Source: an optimization exercise on an open RTL-to-GDS flow (aim: small area, a short achievable clock period and few clock cycles per item). Production flows keep margins and buffers that such runs may drop. The RTL was checked by simulation tests, not by an equivalence proof against the original design. Power is estimated from default activity; no workload was simulated.

==> flow/design.v <==
package video_pipeline_pkg;
  typedef enum logic [2:0] {
    REQ_IDLE  = 3'b001,
    REQ_READ  = 3'b010,
    REQ_STORE = 3'b100
  } req_state_e;
  typedef enum logic [1:0] {
    RESP_IDLE,
    RESP_FETCH,
    RESP_EMIT
  } resp_state_e;
  function automatic integer chunknum_bits(input integer hactive_bits, input integer chunk_bits);
    chunknum_bits = hactive_bits - chunk_bits;
  endfunction
  function automatic integer request_bits(input integer vactive_bits, input integer hactive_bits, input integer chunk_bits);
    request_bits = vactive_bits + chunknum_bits(hactive_bits, chunk_bits);
  endfunction
endpackage
module SyncFifo #(
  parameter int WIDTH     = 8,
  parameter int ADDR_BITS = 4
) (
  input  logic             clk,
  input  logic             rst,
  input  logic             wr_en_i,
  input  logic [WIDTH-1:0] wr_data_i,
  input  logic             rd_en_i,
  output logic [WIDTH-1:0] rd_data_o,
  output logic             empty_o,
  output logic             full_o
);
  logic [WIDTH-1:0]     mem_q [2**ADDR_BITS];
  logic [ADDR_BITS-1:0] wr_ptr_q, rd_ptr_q;
  logic [ADDR_BITS:0]   cnt_q;
  logic [WIDTH-1:0]     rd_data_q;
  logic                 push, pop;
  assign empty_o   = cnt_q == '0;
  assign full_o    = cnt_q[ADDR_BITS];
  assign push      = wr_en_i && !full_o;
  assign pop       = rd_en_i && !empty_o;
  assign rd_data_o = rd_data_q;
  always_ff @(posedge clk)
    if (push) mem_q[wr_ptr_q] <= wr_data_i;
  always_ff @(posedge clk)
    if (rst) begin
      wr_ptr_q  <= '0;
      rd_ptr_q  <= '0;
      cnt_q     <= '0;
      rd_data_q <= '0;
    end else begin
      if (push) wr_ptr_q <= wr_ptr_q + ADDR_BITS'(1);
      if (pop) begin
        rd_ptr_q  <= rd_ptr_q + ADDR_BITS'(1);
        rd_data_q <= mem_q[rd_ptr_q];
      end
      cnt_q <= cnt_q + (ADDR_BITS+1)'(push) - (ADDR_BITS+1)'(pop);
    end
endmodule
import video_pipeline_pkg::*;
module video_pad_crop_filter #(
  parameter int CHUNK_BITS         = 5,
  parameter int HACTIVE_BITS       = 11,
  parameter int VACTIVE_BITS       = 11,
  parameter int BITS_PER_PIXEL     = 16,
  parameter int REQ_FIFO_ADDR_BITS = HACTIVE_BITS - CHUNK_BITS,
  parameter int PIX_FIFO_ADDR_BITS = CHUNK_BITS + 1
) (
  input  logic                                        scalerClock,
  input  logic                                        reset,
  input  logic                                        bypass,
  input  logic [VACTIVE_BITS-1:0]                     padTopRows,
  input  logic [HACTIVE_BITS-CHUNK_BITS-1:0]          padLeftChunks,
  input  logic [VACTIVE_BITS-1:0]                     sourceRows,
  input  logic [HACTIVE_BITS-CHUNK_BITS-1:0]          sourceChunks,
  input  logic [BITS_PER_PIXEL-1:0]                   padColor,
  output logic                                        downstreamRequestFifoReadEnable,
  input  logic                                        downstreamRequestFifoEmpty,
  input  logic [VACTIVE_BITS+HACTIVE_BITS-CHUNK_BITS-1:0] downstreamRequestFifoReadData,
  output logic                                        downstreamResponseFifoWriteEnable,
  input  logic                                        downstreamResponseFifoFull,
  output logic [BITS_PER_PIXEL-1:0]                   downstreamResponseFifoWriteData,
  input  logic                                        upstreamRequestFifoReadEnable,
  output logic                                        upstreamRequestFifoEmpty,
  output logic [VACTIVE_BITS+HACTIVE_BITS-CHUNK_BITS-1:0] upstreamRequestFifoReadData,
  input  logic                                        upstreamResponseFifoWriteEnable,
  output logic                                        upstreamResponseFifoFull,
  input  logic [BITS_PER_PIXEL-1:0]                   upstreamResponseFifoWriteData
);
  localparam int CNB = HACTIVE_BITS - CHUNK_BITS;
  localparam int RB  = VACTIVE_BITS + CNB;
  logic [VACTIVE_BITS:0] win_row_end;
  logic [CNB:0]          win_chunk_end;
  logic                  in_win;
  video_pipeline_pkg::req_state_e                req_q, req_d;
  logic                      ds_rd_q, ds_vld_q, byp_q, up_push_q, pend_push_q, win_q, win;
  logic                      up_full, pend_full, pend_empty, can_go, room;
  logic [RB-1:0]             req_hold_q, req_cur, up_data_q;
  logic [VACTIVE_BITS-1:0]   req_row;
  logic [CNB-1:0]            req_chunk;
  assign req_cur = ds_vld_q ? downstreamRequestFifoReadData : req_hold_q;
  assign {req_row, req_chunk} = req_cur;
  assign win_row_end   = {1'b0, padTopRows} + {1'b0, sourceRows};
  assign win_chunk_end = {1'b0, padLeftChunks} + {1'b0, sourceChunks};
  assign in_win = req_row >= padTopRows && {1'b0, req_row} < win_row_end &&
                  req_chunk >= padLeftChunks && {1'b0, req_chunk} < win_chunk_end;
  assign win    = byp_q || in_win;
  assign room   = !up_full && !pend_full;
  assign can_go = !downstreamRequestFifoEmpty && room;
  assign downstreamRequestFifoReadEnable = ds_rd_q;
  always_comb
    req_d = (req_q == REQ_IDLE && can_go) ? REQ_READ :
            (req_q == REQ_READ && room)   ? REQ_STORE :
            (req_q == REQ_STORE)          ? REQ_IDLE : req_q;
  always_ff @(posedge scalerClock)
    if (reset) begin
      req_q       <= REQ_IDLE;
      ds_rd_q     <= 1'b0;
      ds_vld_q    <= 1'b0;
      byp_q       <= 1'b0;
      req_hold_q  <= '0;
      up_push_q   <= 1'b0;
      pend_push_q <= 1'b0;
      win_q       <= 1'b0;
      up_data_q   <= '0;
    end else begin
      req_q       <= req_d;
      ds_rd_q     <= req_q == REQ_IDLE && can_go;
      ds_vld_q    <= ds_rd_q;
      byp_q       <= req_q == REQ_IDLE ? bypass : byp_q;
      req_hold_q  <= req_cur;
      pend_push_q <= req_q == REQ_STORE;
      up_push_q   <= req_q == REQ_STORE && win;
      win_q       <= win;
      up_data_q   <= byp_q ? req_cur : {req_row - padTopRows, req_chunk - padLeftChunks};
    end
  SyncFifo #(.WIDTH(RB), .ADDR_BITS(REQ_FIFO_ADDR_BITS)) u_up_req (
    .clk(scalerClock), .rst(reset),
    .wr_en_i(up_push_q), .wr_data_i(up_data_q),
    .rd_en_i(upstreamRequestFifoReadEnable), .rd_data_o(upstreamRequestFifoReadData),
    .empty_o(upstreamRequestFifoEmpty), .full_o(up_full)
  );
  logic pend_rd, pend_win;
  SyncFifo #(.WIDTH(1), .ADDR_BITS(REQ_FIFO_ADDR_BITS)) u_pending (
    .clk(scalerClock), .rst(reset),
    .wr_en_i(pend_push_q), .wr_data_i(win_q),
    .rd_en_i(pend_rd), .rd_data_o(pend_win),
    .empty_o(pend_empty), .full_o(pend_full)
  );
  video_pipeline_pkg::resp_state_e               resp_q, resp_d;
  logic [CHUNK_BITS-1:0]     cnt_q, cnt_d;
  logic                      is_pad_q, wr_q, sel_pad_q, issue, pix_rd, pix_empty, pix_full;
  logic [BITS_PER_PIXEL-1:0] pix_data;
  assign pend_rd = resp_q == RESP_IDLE && !pend_empty;
  assign issue   = resp_q == RESP_EMIT && !downstreamResponseFifoFull && (is_pad_q || !pix_empty);
  assign pix_rd  = issue && !is_pad_q;
  always_comb begin
    resp_d = pend_rd                 ? RESP_FETCH :
             resp_q == RESP_FETCH    ? RESP_EMIT  :
             (issue && (&cnt_q))     ? RESP_IDLE  : resp_q;
    cnt_d  = resp_q == RESP_FETCH ? '0 : issue ? cnt_q + CHUNK_BITS'(1) : cnt_q;
  end
  always_ff @(posedge scalerClock)
    if (reset) begin
      resp_q    <= RESP_IDLE;
      cnt_q     <= '0;
      is_pad_q  <= 1'b0;
      wr_q      <= 1'b0;
      sel_pad_q <= 1'b0;
    end else begin
      resp_q    <= resp_d;
      cnt_q     <= cnt_d;
      is_pad_q  <= resp_q == RESP_FETCH ? !pend_win : is_pad_q;
      wr_q      <= issue;
      sel_pad_q <= is_pad_q;
    end
  SyncFifo #(.WIDTH(BITS_PER_PIXEL), .ADDR_BITS(PIX_FIFO_ADDR_BITS)) u_pix (
    .clk(scalerClock), .rst(reset),
    .wr_en_i(upstreamResponseFifoWriteEnable), .wr_data_i(upstreamResponseFifoWriteData),
    .rd_en_i(pix_rd), .rd_data_o(pix_data),
    .empty_o(pix_empty), .full_o(pix_full)
  );
  assign downstreamResponseFifoWriteEnable = wr_q;
  assign downstreamResponseFifoWriteData   = !wr_q ? '0 : sel_pad_q ? padColor : pix_data;
  assign upstreamResponseFifoFull          = pix_full || reset;
endmodule
==> flow/run.sh <==
#!/bin/bash
# synth_recipe.tcl (not shown) runs the flow's synth.tcl, then flattens the netlist and writes it again
# the make line also repeats each setting of config.mk as NAME=value (left out here)
make -C /OpenROAD-flow-scripts/flow DESIGN_CONFIG=/design/flow/config.mk WORK_HOME=/design/flow/orfs CLKGATE_MAP_FILE= SYNTH_SCRIPT=/design/flow/synth_recipe.tcl finish
==> flow/config.mk <==
export PLATFORM = sky130hd
export DESIGN_NAME = video_pad_crop_filter
export DESIGN_NICKNAME = video_pad_crop_filter
export VERILOG_FILES = /design/flow/design.v
export SDC_FILE = /design/flow/constraint.sdc
export NUM_CORES = 4
export LEC_CHECK = 0
export CAP_MARGIN = 20
export CORE_MARGIN = 2
export CORE_UTILIZATION = 40
export SLEW_MARGIN = 20
==> flow/constraint.sdc <==
create_clock -name core_clock -period 5.0 [get_ports {scalerClock}]
set_input_delay 1.0000 -clock core_clock [delete_from_list [all_inputs] [get_ports {scalerClock}]]
set_output_delay 1.0000 -clock core_clock [all_outputs]
set_load 0.01 [all_outputs]
==> flow_metrics.py <==
metrics = {
    "worst_hold_path": {
        "hold_depth": 1,
        "min_to": "is_pad_q",
        "min_path_type": "reg -> reg",
        "hold_path.startpoint": "u_pending.rd_data_q",
    },
    "timing": {
        "skew_ns": 0.0683,
        "tightest_slew_ns": 1.10,
        "timing.fmax_mhz": 274,
        "slew-limit-headroom_pct": 26.7,
        "final_hold_viol_count": 0,
        "setup_viol": 0,
        "rsz0062_at_grt": "false",
        "hold_slack_ns": 0.445,
        "min_period_over_period_pct": 73.0,
        "fin_tns_setup_ns": 0,
        "slew_viol_final": 0,
        "fin_crit_ns": 3.65,
    },
    "critical_path": {
        "timing.rr.start": "u_pix.rd_ptr_q[2]",
        "r2r_slack_ns": 1.35,
        "ff2ff_path_depth": 6,
        "arrival_ns": 4.34,
        "critPathLaunchType": "flip-flop",
        "crit-reg2reg-capture": "u_pix.rd_data_q[8]",
        "slowest_stage": "dfxtp_4",
        "crit_path_cell_trace": "buf_4 -> nor2_4 -> a22oi_1 -> nand3_1 -> a22oi_1 -> nand3_1",
        "worstSetupEndpointType": "flip-flop",
        "path_max_fanout": 46,
        "crit_required_ns": 5.69,
        "crit_type": "reg -> reg",
        "cpPeakStageDelay_ns": 0.83,
    },
    "layout": {
        "drive_above_1_share_pct": 24.0,
        "register_area_um2": 68300,
        "n_fill_cell": 19000,
        "multi_input_area_um2": 21900,
        "layout.nets": 5118,
        "areaGrowthSynthToFinish_pct": 14.7,
        "layout.cells.non_filler": 8153,
    },
    "clocking": {
        "cts_tree": "built",
        "clock_sinks": 2320,
        "cts.repair_timing.setup_buffer_count": 0,
        "clockRootBuffer": "clkbuf_16",
        "clk_path_buf_depth": 3,
        "h-tree-depth": 4,
        "clk_pin_slew_ns": 0.06,
        "hold_buffers": 0,
        "worstSkewPairLatency_ns": 0.87,
        "numCtsBuffers": 231,
        "cts_resized": 0,
    },
    "route": {
        "postRouteAntennaNets": 0,
        "wl_per_cell_um": 27.2,
        "via_count": 45500,
        "wl_mm": 222,
        "drtIter0Drc": 4700,
        "viasPerCell": 5.58,
        "dr.pass1.iters": 8,
        "drc": 0,
    },
    "power_and_ir_drop": {
        "p_leak_nw": 32.8,
        "p_per_area_nw_per_um2": 433,
        "ir_worst_vdd_uv": 358,
    },
    "floorplanning": {
        "core-area_um2": 227000,
        "io_pins": 127,
        "die_area_um2": 232000,
        "die_x_um": 482,
        "die_h_um": 482,
        "rows": 175,
        "initial_core_util_pct": 40.2,
    },
    "placed_design": {
        "dp.cells": 7711,
        "gp_congestion": 0.825,
        "io_buffers": 126,
        "hpwlAfterDp_mm": 132,
    },
    "grt": {
        "grt_max_degree": 73,
        "grt_pass1_wl_mm": 322,
        "grt_use_total_pct": 19.0,
        "grt_overflow": 0,
        "antenna_found_initial": 5,
        "grt_pass1_vias": 46100,
    },
    "logic_synthesis": {
        "synth_seq_cells": 2320,
        "synth_fp_nets": 4765,
        "postSynthCellCount": 4584,
        "yosys-top-cells-area": "edfxtp_1, mux4_2, dfxtp_1",
        "yosysMostFrequentCell": "edfxtp_1",
        "ys_seq_area_share_pct": 74.7,
        "synth_top_area_share_pct": 71.5,
        "yosys_warnings": 4,
        "ys_async_sr_fraction_pct": 0,
        "yosysUniqueCellTypes": 72,
        "synth_commonest_cells": "edfxtp_1, mux4_2, nor2_1, nand2_1, dfxtp_1",
        "synth_area_per_cell_um2": 19.9,
        "synthesis.area_um2": 91400,
        "synthFlopType": "edfxtp_1",
        "yosys.area.top_type": "edfxtp_1",
        "synth_edf_count": 2176,
    },
    "status": {
        "outcome": "no timing/DRC/antenna violations",
    },
    "job": {
        "max-cap-violations": 0,
    },
}
[power breakdown]
group	switching (mW)	total [mW]	internal [mW]
registers	0.348	22.3	21.9
logic	3.53	6.20	2.68
clock network	7.42	16.9	9.50
total	11.3	45.4	34.1
[cell usage in the layout (no fill, tap or decap), types with 14 or more instances in the layout]
| cell type | n |
|---|---|
| inv_1 | 65 |
| xnor2_1 | 22 |
| o21ai_0 | 51 |
| dfxtp_2 | 18 |
| a22o_1 | 35 |
| mux2i_1 | 119 |
| nand3_1 | 64 |
| edfxtp_1 | 2176 |
| clkdlybuf4s50_1 | 109 |
| clkinv_2 | 42 |
| a221o_1 | 18 |
| a221oi_1 | 77 |
| xor2_1 | 34 |
| nand2_1 | 163 |
| mux2_2 | 14 |
| clkinv_1 | 67 |
| dfxtp_1 | 120 |
| nor2_1 | 265 |
| clkbuf_16 | 231 |
| bufinv_16 | 18 |
| mux4_2 | 542 |
| a21oi_1 | 58 |
| a221oi_2 | 24 |
| a22oi_1 | 50 |
| nand4_1 | 27 |
| buf_2 | 16 |
| clkbuf_1 | 55 |
| and2_1 | 20 |
| buf_4 | 227 |
| o22ai_1 | 17 |
| ha_1 | 84 |
| nor2b_1 | 43 |
| nand3b_1 | 30 |
| nor3_1 | 18 |
[worst max-delay path, delay by kind of cell, from the launching register on]
family | cells | cell delay, ns
simple gates | 3 | 0.73
flops | 1 | 0.83
buf+inv | 1 | 0.80
compound gates | 2 | 1.04
[stage by stage]
step	utilization (%)	worst slack, ns	power [mW]	instance area [um2]
after global routing	46.1	1.22	47.0	105000
after CTS	46.1	1.27	45.9	105000
final	46.1	1.35	45.4	105000
after detailed placement	42.8	0.568	29.0	97300
after global placement	42.8	0.575	28.9	97300
after floorplan	-	1.44	26.7	91400
[metal layers]
layer	GRT usage, %	vias to the layer above	part of all wire [%]
met5	0	-	0.013
met4	5.40	4	2.7
met3	3.06	330	5.8
met2	31.5	1501	50
met1	26.0	24100	42
li1	-	19500	-
[sequential cells by signal, summed over array words and instances (netlist names), 2 cells and up]
register            cells
u_pending.rd_ptr_q      6
u_pending.mem_q        64
resp_q                  2
req_hold_q             17
u_pending.cnt_q         7
u_up_req.wr_ptr_q       6
u_up_req.cnt_q          7
cnt_q                   5
up_data_q              17
req_q                   3
u_pix.rd_data_q        16
u_pix.wr_ptr_q          6
u_pix.mem_q          1024
u_up_req.mem_q       1088
u_up_req.rd_ptr_q       6
u_pending.wr_ptr_q      6
u_pix.cnt_q             7
u_up_req.rd_data_q     17
u_pix.rd_ptr_q          6
[final cells by class]
class	count	area share (%)
timing repair buffer	368	3.02
multi-input combinational	1950	20.9
inverter	66	0.236
antenna	1	0.00239
clock buffer	288	5.74
clock inverter	151	1.40
sequential	2320	65.1
tap	3009	3.59
[cell families (layout without fill, tap and decap cells)]
| family | Yosys count | after routing | share of synthesized area, % |
|---|---|---|---|
| adders and majority gates | 91 | 91 | 1.30 |
| other | 0 | 1 | 0 |
| muxes | 675 | 675 | 14.8 |
| AOI/OAI and AO/OA | 412 | 412 | 3.49 |
| buffers and inverters | 314 | 873 | 1.53 |
| and+or+nand+nor | 716 | 716 | 3.65 |
| DFF | 2320 | 2320 | 74.7 |
| xor gates and xnor gates | 56 | 56 | 0.537 |
[worst max-delay path by stage]
stage	start	endpoint	slack, ns	depth (start not counted)
6_report	u_pix.rd_ptr_q[2]	u_pix.rd_data_q[8]	1.35	6
5_1_grt	padTopRows[1]	up_push_q	1.22	14
4_1_cts	wr_q	downstreamResponseFifoWriteData[12]	1.27	3
3_5_place_dp	padTopRows[1]	up_push_q	0.57	14
3_3_place_gp	padTopRows[1]	up_push_q	0.57	14
2_1_floorplan	padTopRows[0]	up_push_q	1.44	14
Testbench counts, summed over its fixed seeds: cycles 39,256, pixels 36,864.

==> what the ideal ports hide <==
How much do the figures lean on ideal ports? The routed layout below was timed once more, with nothing changed but the port constraints. Step 1 (the two cells are an assumption about what drives the block):
set clk [get_ports {scalerClock}]
set_driving_cell -lib_cell sky130_fd_sc_hd__clkbuf_16 $clk
set_driving_cell -lib_cell sky130_fd_sc_hd__buf_2 [delete_from_list [all_inputs] $clk]
Step 2 adds t to the input delays and takes it off the output delays; t is the mean of the earliest and latest rising clock arrival at the registers after step 1. Input paths then give back, and output paths get back, about the clock's delay inside the block. Three values: no drivers, after step 1, after step 2; two values: the first two.
t, ns: 0.932
slack for setup (ns): 1.352 / 1.314 / 0.513
worst setup path after step 2: input to register
After both steps setup and hold are still met in this run. For this run, drivers alone change the setup slack by -0.038 ns; drivers and shift together by -0.839 ns.
